This is an optimization exercise on Yosys and OpenROAD, whose aim is small area, not a production implementation. Only simulation tests tie the RTL to the original design; equivalence was not proved. Power is estimated from default activity; no workload was simulated.

[flow/run.sh]
#!/bin/bash
# synth_recipe.tcl (not shown) runs the flow's synth.tcl, then flattens the netlist and writes it again
# the make line also repeats each setting of config.mk as NAME=value (left out here)
make -C /OpenROAD-flow-scripts/flow DESIGN_CONFIG=/design/flow/config.mk WORK_HOME=/design/flow/orfs CLKGATE_MAP_FILE= SYNTH_SCRIPT=/design/flow/synth_recipe.tcl finish
[flow/constraint.sdc]
create_clock -name core_clock -period 8.0 [get_ports {clk}]
set_input_delay 1.6000 -clock core_clock [delete_from_list [all_inputs] [get_ports {clk}]]
set_output_delay 1.6000 -clock core_clock [all_outputs]
set_load 0.01 [all_outputs]
[flow/design.v]
module mem_spi_flash_responder #(
  parameter int ADDR_BITS    = 8,
  parameter bit QE_INIT      = 1'b0,
  parameter int DUMMY_CYCLES = 8
) (
  input  logic       clk,
  input  logic       rst,
  input  logic       in_cs_n,
  input  logic       in_sclk,
  input  logic [3:0] in_io,
  output logic [3:0] out_io,
  output logic [3:0] out_io_oe,
  output logic       out_qe,
  output logic       out_wel
);
  localparam int DEPTH = 1 << ADDR_BITS;
  localparam logic [ADDR_BITS-1:0] PMASK = ADDR_BITS'(255);
  typedef enum logic [3:0] {
    S_IDLE, S_CMD, S_ADDR, S_DUMMY, S_RDATA, S_QDATA, S_SRDATA, S_SRWR, S_PGDATA, S_IGNORE
  } state_t;
  logic [5:0] s1_q, s2_q;
  logic       cs_prev_q, sclk_prev_q;
  logic       cs_n_s, cs_rise, cs_fall, sck_rise, sck_fall, mosi, unused_io;
  always_ff @(posedge clk) begin
    if (rst) begin
      s1_q        <= '0;
      s2_q        <= '0;
      cs_prev_q   <= 1'b0;
      sclk_prev_q <= 1'b0;
    end else begin
      s1_q        <= {in_cs_n, in_sclk, in_io};
      s2_q        <= s1_q;
      cs_prev_q   <= s2_q[5];
      sclk_prev_q <= s2_q[4];
    end
  end
  assign cs_n_s    = s2_q[5];
  assign mosi      = s2_q[0];
  assign unused_io = ^s2_q[3:1];
  assign cs_rise   = cs_n_s & ~cs_prev_q;
  assign cs_fall   = ~cs_n_s & cs_prev_q;
  assign sck_rise  = ~cs_n_s & s2_q[4] & ~sclk_prev_q;
  assign sck_fall  = ~cs_n_s & ~s2_q[4] & sclk_prev_q;
  state_t                 state_q, state_d;
  logic [7:0]             cnt_q, cnt_d, shin_q, shin_d, txsh_q, txsh_d, cmd_q, cmd_d;
  logic [ADDR_BITS-1:0]   addr_q, addr_d;
  logic [2:0]             txcnt_q, txcnt_d;
  logic [3:0]             io_q, io_d;
  logic                   wel_q, wel_d, qe_q, qe_d;
  logic [7:0]             mem_q [DEPTH];
  logic [7:0]             byte_in, rd_byte;
  logic                   mem_we, erase;
  always_ff @(posedge clk) begin
    if (rst) begin
      state_q <= S_IDLE;
      cnt_q   <= '0;
      shin_q  <= '0;
      txsh_q  <= '0;
      cmd_q   <= '0;
      addr_q  <= '0;
      txcnt_q <= '0;
      io_q    <= '0;
      wel_q   <= 1'b0;
      qe_q    <= QE_INIT;
    end else begin
      state_q <= state_d;
      cnt_q   <= cnt_d;
      shin_q  <= shin_d;
      txsh_q  <= txsh_d;
      cmd_q   <= cmd_d;
      addr_q  <= addr_d;
      txcnt_q <= txcnt_d;
      io_q    <= io_d;
      wel_q   <= wel_d;
      qe_q    <= qe_d;
    end
  end
  always_ff @(posedge clk) begin
    if (rst || erase) begin
      for (int i = 0; i < DEPTH; i++) mem_q[i] <= 8'hFF;
    end else if (mem_we) begin
      mem_q[addr_q] <= mem_q[addr_q] & byte_in;
    end
  end
  always_comb begin
    state_d = state_q;
    cnt_d   = cnt_q;
    shin_d  = shin_q;
    txsh_d  = txsh_q;
    cmd_d   = cmd_q;
    addr_d  = addr_q;
    txcnt_d = txcnt_q;
    io_d    = io_q;
    wel_d   = wel_q;
    qe_d    = qe_q;
    mem_we  = 1'b0;
    erase   = 1'b0;
    byte_in = {shin_q[6:0], mosi};
    rd_byte = (state_q == S_SRDATA) ? {6'b0, (cmd_q == 8'h05) ? wel_q : qe_q, 1'b0}
                                    : mem_q[addr_q];
    if (cs_rise) begin
      state_d = S_IDLE;
      cmd_d   = '0;
      io_d    = '0;
      case (cmd_q)
        8'h06:                      wel_d = 1'b1;
        8'h04, 8'h31, 8'h02:        wel_d = 1'b0;
        8'hC7, 8'h60: if (wel_q) begin
          erase = 1'b1;
          wel_d = 1'b0;
        end
        default: ;
      endcase
    end else if (state_q == S_IDLE) begin
      if (cs_fall) begin
        state_d = S_CMD;
        cnt_d   = '0;
        cmd_d   = '0;
      end
    end else if (sck_rise) begin
      shin_d = byte_in;
      cnt_d  = cnt_q + 8'd1;
      case (state_q)
        S_CMD: if (cnt_q == 8'd7) begin
          cmd_d   = byte_in;
          cnt_d   = '0;
          txcnt_d = '0;
          case (byte_in)
            8'h05, 8'h35: state_d = S_SRDATA;
            8'h31:        state_d = S_SRWR;
            8'h03:        state_d = S_ADDR;
            8'h6B:        state_d = qe_q ? S_ADDR : S_IGNORE;
            8'h02:        state_d = wel_q ? S_ADDR : S_IGNORE;
            default:      state_d = S_IGNORE;
          endcase
        end
        S_ADDR: begin
          addr_d = ADDR_BITS'({addr_q, mosi});
          if (cnt_q == 8'd23) begin
            cnt_d   = '0;
            txcnt_d = '0;
            case (cmd_q)
              8'h03:   state_d = S_RDATA;
              8'h6B:   state_d = (DUMMY_CYCLES == 0) ? S_QDATA : S_DUMMY;
              default: state_d = S_PGDATA;
            endcase
          end
        end
        S_DUMMY: if (cnt_q == 8'(DUMMY_CYCLES - 1)) state_d = S_QDATA;
        S_SRWR: if (cnt_q == 8'd7) begin
          if (wel_q) qe_d = byte_in[1];
          state_d = S_IGNORE;
        end
        S_PGDATA: if (cnt_q == 8'd7) begin
          mem_we = 1'b1;
          cnt_d  = '0;
          addr_d = (addr_q & ~PMASK) | ((addr_q + ADDR_BITS'(1)) & PMASK);
        end
        default: ;
      endcase
    end else if (sck_fall) begin
      case (state_q)
        S_RDATA, S_SRDATA: begin
          txcnt_d = txcnt_q + 3'd1;
          if (txcnt_q == 3'd0) begin
            io_d   = {2'b0, rd_byte[7], 1'b0};
            txsh_d = {rd_byte[6:0], 1'b0};
            if (state_q == S_RDATA) addr_d = addr_q + ADDR_BITS'(1);
          end else begin
            io_d   = {2'b0, txsh_q[7], 1'b0};
            txsh_d = {txsh_q[6:0], 1'b0};
          end
        end
        S_QDATA: begin
          txcnt_d = {2'b0, ~txcnt_q[0]};
          if (!txcnt_q[0]) begin
            io_d   = mem_q[addr_q][7:4];
            txsh_d = {mem_q[addr_q][3:0], 4'b0};
            addr_d = addr_q + ADDR_BITS'(1);
          end else begin
            io_d   = txsh_q[7:4];
          end
        end
        default: ;
      endcase
    end
  end
  always_comb begin
    case (state_q)
      S_RDATA, S_SRDATA: out_io_oe = 4'b0010;
      S_QDATA:           out_io_oe = 4'b1111;
      default:           out_io_oe = 4'b0000;
    endcase
  end
  assign out_io  = io_q;
  assign out_qe  = qe_q;
  assign out_wel = wel_q;
endmodule
[flow/config.mk]
export PLATFORM = sky130hd
export DESIGN_NAME = mem_spi_flash_responder
export DESIGN_NICKNAME = mem_spi_flash_responder
export VERILOG_FILES = /design/flow/design.v
export SDC_FILE = /design/flow/constraint.sdc
export NUM_CORES = 4
export LEC_CHECK = 0
export CAP_MARGIN = 20
export CORE_MARGIN = 2
export CORE_UTILIZATION = 40
export SLEW_MARGIN = 20
==> results.sh <==
export IMPL_slew_headroom_pct=12.95
export IMPL_htree_levels=4
export IMPL_cts_tree="yes"
export IMPL_die_h_um=495.2
export IMPL_syn_instance_count=7001
export IMPL_postLayoutCoreUtil_pct=44.22
export IMPL_synth_nets=7016
export IMPL_fin_crit_sh_pct=76.65
export IMPL_synth_edf_count=2048
export IMPL_insertion_delay_ns=0.89
export IMPL_hold_viol_final=0
export IMPL_ys_ff_latch=2115
export IMPL_synthDistinctLibCells=79
export IMPL_ios=18
export IMPL_synth_mux_area_share_pct=12.96
export IMPL_yosys_area_share_simple_pct=13.66
export IMPL_setup_slack_ns=1.868
export IMPL_postCtsSetupBuffers=0
export IMPL_cts_sinks=2115
export IMPL_crit_chain="buf_4, or2_2, nor2_2, buf_4, a32oi_1, nand4_1, o21ai_0, o211a_2, nand2_8, buf_12, nand3_1"
export IMPL_fp_dieW_um=495.2
export IMPL_critical_path_class="reg -> reg"
export IMPL_final_cell_mix="edfxtp_1, nand3_1, nand2_1"
export IMPL_drc=0
export IMPL_grt_pass1_wl_um=449600
export IMPL_gp_congestion=0.9086
export IMPL_viasPerCell=6.332
export IMPL_cp_required_ns=8.71
export IMPL_cpMostUsedCell="buf_4"
export IMPL_setup_viol_count_final=0
export IMPL_worstPathMaxFanout=176
export IMPL_first_iter_violations=9835
export IMPL_die_area_sq_um=245200
export IMPL_synth_area_leaders="edfxtp_1, mux4_2, nand3_1"
export IMPL_slew_violations=0
export IMPL_min_path_type="reg -> reg"
export IMPL_grt_pass1_vias=61370
export IMPL_design_core_area_sq_um=240300
export IMPL_final_seq_area_sq_um=62860
export IMPL_area_growth_pct=10.09
export IMPL_cts_root_buf="clkbuf_16"
export IMPL_layout_drive_gt1_share_pct=17.81
export IMPL_rows=180
export IMPL_antenna_found_initial=18
export IMPL_yosys_area_top_type="edfxtp_1"
export IMPL_multiInputGateArea_sq_um=29590
export IMPL_setup_tns_ns=0
export IMPL_synth_xor_area_share_pct=0.07259
export IMPL_worstSetupStartpointType="register"
export IMPL_syn_cell_area_sq_um=96520
export IMPL_path_clk_slew_ns=0.06
export IMPL_vias=63880
export IMPL_avgSynthCellArea_sq_um=13.79
export IMPL_ys_async_sr_fraction_pct=0
export IMPL_ant_nets=0
export IMPL_skew_ns=0.05128
export IMPL_min_from="s1_q[5]"
export IMPL_max_cap_violations=0
export IMPL_rsz0062_at_grt="no"
export IMPL_yosys_area_top_type_share_pct=63.72
export IMPL_synth_top_family_by_area="simple AND/OR/NAND/NOR gates"
export IMPL_numCtsBuffers=213
export IMPL_period_needed_ns=6.132
export IMPL_power_density_nw_per_um2=208.0
export IMPL_cp_slowest_cell="o21ai_0"
export IMPL_yosysWarnings=1
export IMPL_slowest_delay_ns=1.00
export IMPL_wl_per_cell_um=31.08
export IMPL_cts_repair_resize_count=0
export IMPL_initial_utilization_pct=40.17
export IMPL_ir_worst_vdd_v=0.0001972
export IMPL_pre_cts_slack_ns=2.161
export IMPL_nets=6723
export IMPL_dr_pass1_iters=6
export IMPL_cts_buffer_depth=3
export IMPL_drt_wl_total_um=313600
export IMPL_status="finished clean"
export IMPL_synth_compound_area_share_pct=3.595
export IMPL_timing_hold_ws_ns=0.4586
export IMPL_finalPower_mw=22.11
export IMPL_worst_pin_slew_ns=1.303
export IMPL_fmax_ghz=0.1631
export IMPL_grtUsageTotal_pct=25.32
export IMPL_holdBufCountCts=0
export IMPL_p_leak_nw=24.64
export IMPL_path_buf_inv=3
export IMPL_dominantRegCellSynth="edfxtp_1"
export IMPL_grt_overflow=0
export IMPL_crit_family="compound AO/OA/AOI/OAI gates"
export IMPL_layout_commonest_cell="edfxtp_1"
export IMPL_crit_path_end_kind="register"
export IMPL_port_buffer_count=14
export IMPL_place_hpwl_um=192000
export IMPL_ys_seq_area_share_pct=65.11
export IMPL_cp_arrival_ns=6.84
export IMPL_synthAdderAreaFrac_pct=0.09074
export IMPL_grt_start_max_net_pins=177
export IMPL_fill_cells=21260
## cells in the mapped netlist (6+ instances only)
cell and instances:
edfxtp_1 2048, buf_1 29, a21oi_1 68, mux2i_1 98, nor4_1 14, o32ai_1 7, ha_1 7, a22o_1 19
nand2b_1 20, and3_1 26, nor2_1 151, o21ai_0 222, a221oi_1 23, a22oi_1 69, nand3_1 1617, o211ai_1 7
clkbuf_1 461, nor3b_1 6, nor3_1 30, dfxtp_1 67, o31ai_1 10, o22ai_1 27, mux2_2 14, buf_2 207
inv_1 17, and2_1 33, a32oi_1 10, a311oi_1 9, or3_1 7, buf_6 32, nor2b_1 26, buf_4 138
a31oi_1 17, nand2_1 833, mux4_2 505, nand4_1 17, a211oi_1 10
## final timing paths
kind / depth (start not counted) / slack (ns) / to
max: 11 / 1.87 / mem_q[144][0]
min: 1 / 0.46 / s2_q[5]
max reg2reg: 11 / 1.87 / mem_q[144][0]
min reg2reg: 1 / 0.46 / s2_q[5]
## metrics by stage
stage / cells / instance area [sq um]
2_1_floorplan: 7001 / 96520
3_3_place_gp: 9677 / 99680
3_5_place_dp: 9678 / 99690
4_1_cts: 10080 / 106200
5_1_grt: 10080 / 106200
6_report: 10090 / 106300
## flip-flops by register name, summed over array words and instances, names as in the netlist, 4 cells and up, named ones only
| register | cells |
|---|---|
| io_q | 4 |
| shin_q | 7 |
| mem_q | 2048 |
| cmd_q | 8 |
| addr_q | 8 |
| cnt_q | 8 |
| state_q | 4 |
| txsh_q | 7 |
## routing by layer
layer	vias up	track usage (%)	part of all wire, %
met1	32830	34.76	38
met4	8	11.35	5.0
met3	740	5.890	12
li1	26280	-	-
met2	4021	38.41	45
met5	-	0	0.016
## cell families after synthesis
family | count (synthesis)
simple gates | 2818
flops | 2115
buf+inv | 888
mux | 617
compound gates | 548
xor+xnor | 8
fa+ha+maj | 7
## where the power goes
group	switching (mW)	leakage (nW)	internal [mW]
clock	4.41	3.19	5.18
sequential	0.00729	14.6	12.1
combinational	0.326	6.86	0.0714
## final cells by class
| class | count | share of cell area [%] |
|---|---|---|
| clock inverter | 123 | 0.7748 |
| multi-input combinational | 3998 | 27.85 |
| sequential | 2115 | 59.16 |
| timing repair buffer | 360 | 2.997 |
| tap | 3185 | 3.750 |
| antenna | 12 | 0.02826 |
| clock buffer | 275 | 5.369 |
| inverter | 20 | 0.07300 |

port drivers added, routing unchanged:
The flow's constraints put no driver on any port. The routed layout listed below was extracted and timed again, unchanged, in two steps.
Step 1 (the two cells are an assumption about what drives the block):
set clk [get_ports {clk}]
set_driving_cell -lib_cell sky130_fd_sc_hd__clkbuf_16 $clk
set_driving_cell -lib_cell sky130_fd_sc_hd__buf_2 [delete_from_list [all_inputs] $clk]
Step 2, shift: input delay + t, output delay - t, t = (earliest + latest rising clock arrival at the registers) / 2. This alone moves slack from input paths to output paths.
a / b / c = no drivers / after step 1 / after step 2; a / b = the first two.
t (ns): 0.967
setup WS [ns]: 1.868 / 1.868 / 1.868
worst setup path after step 2: register to register
clock arrival spread, ns: 0.051 / 0.052
After both steps setup and hold are still met in this run. The setup slack of this run moves by 0.000 ns with the drivers and by 0.000 ns with both steps.
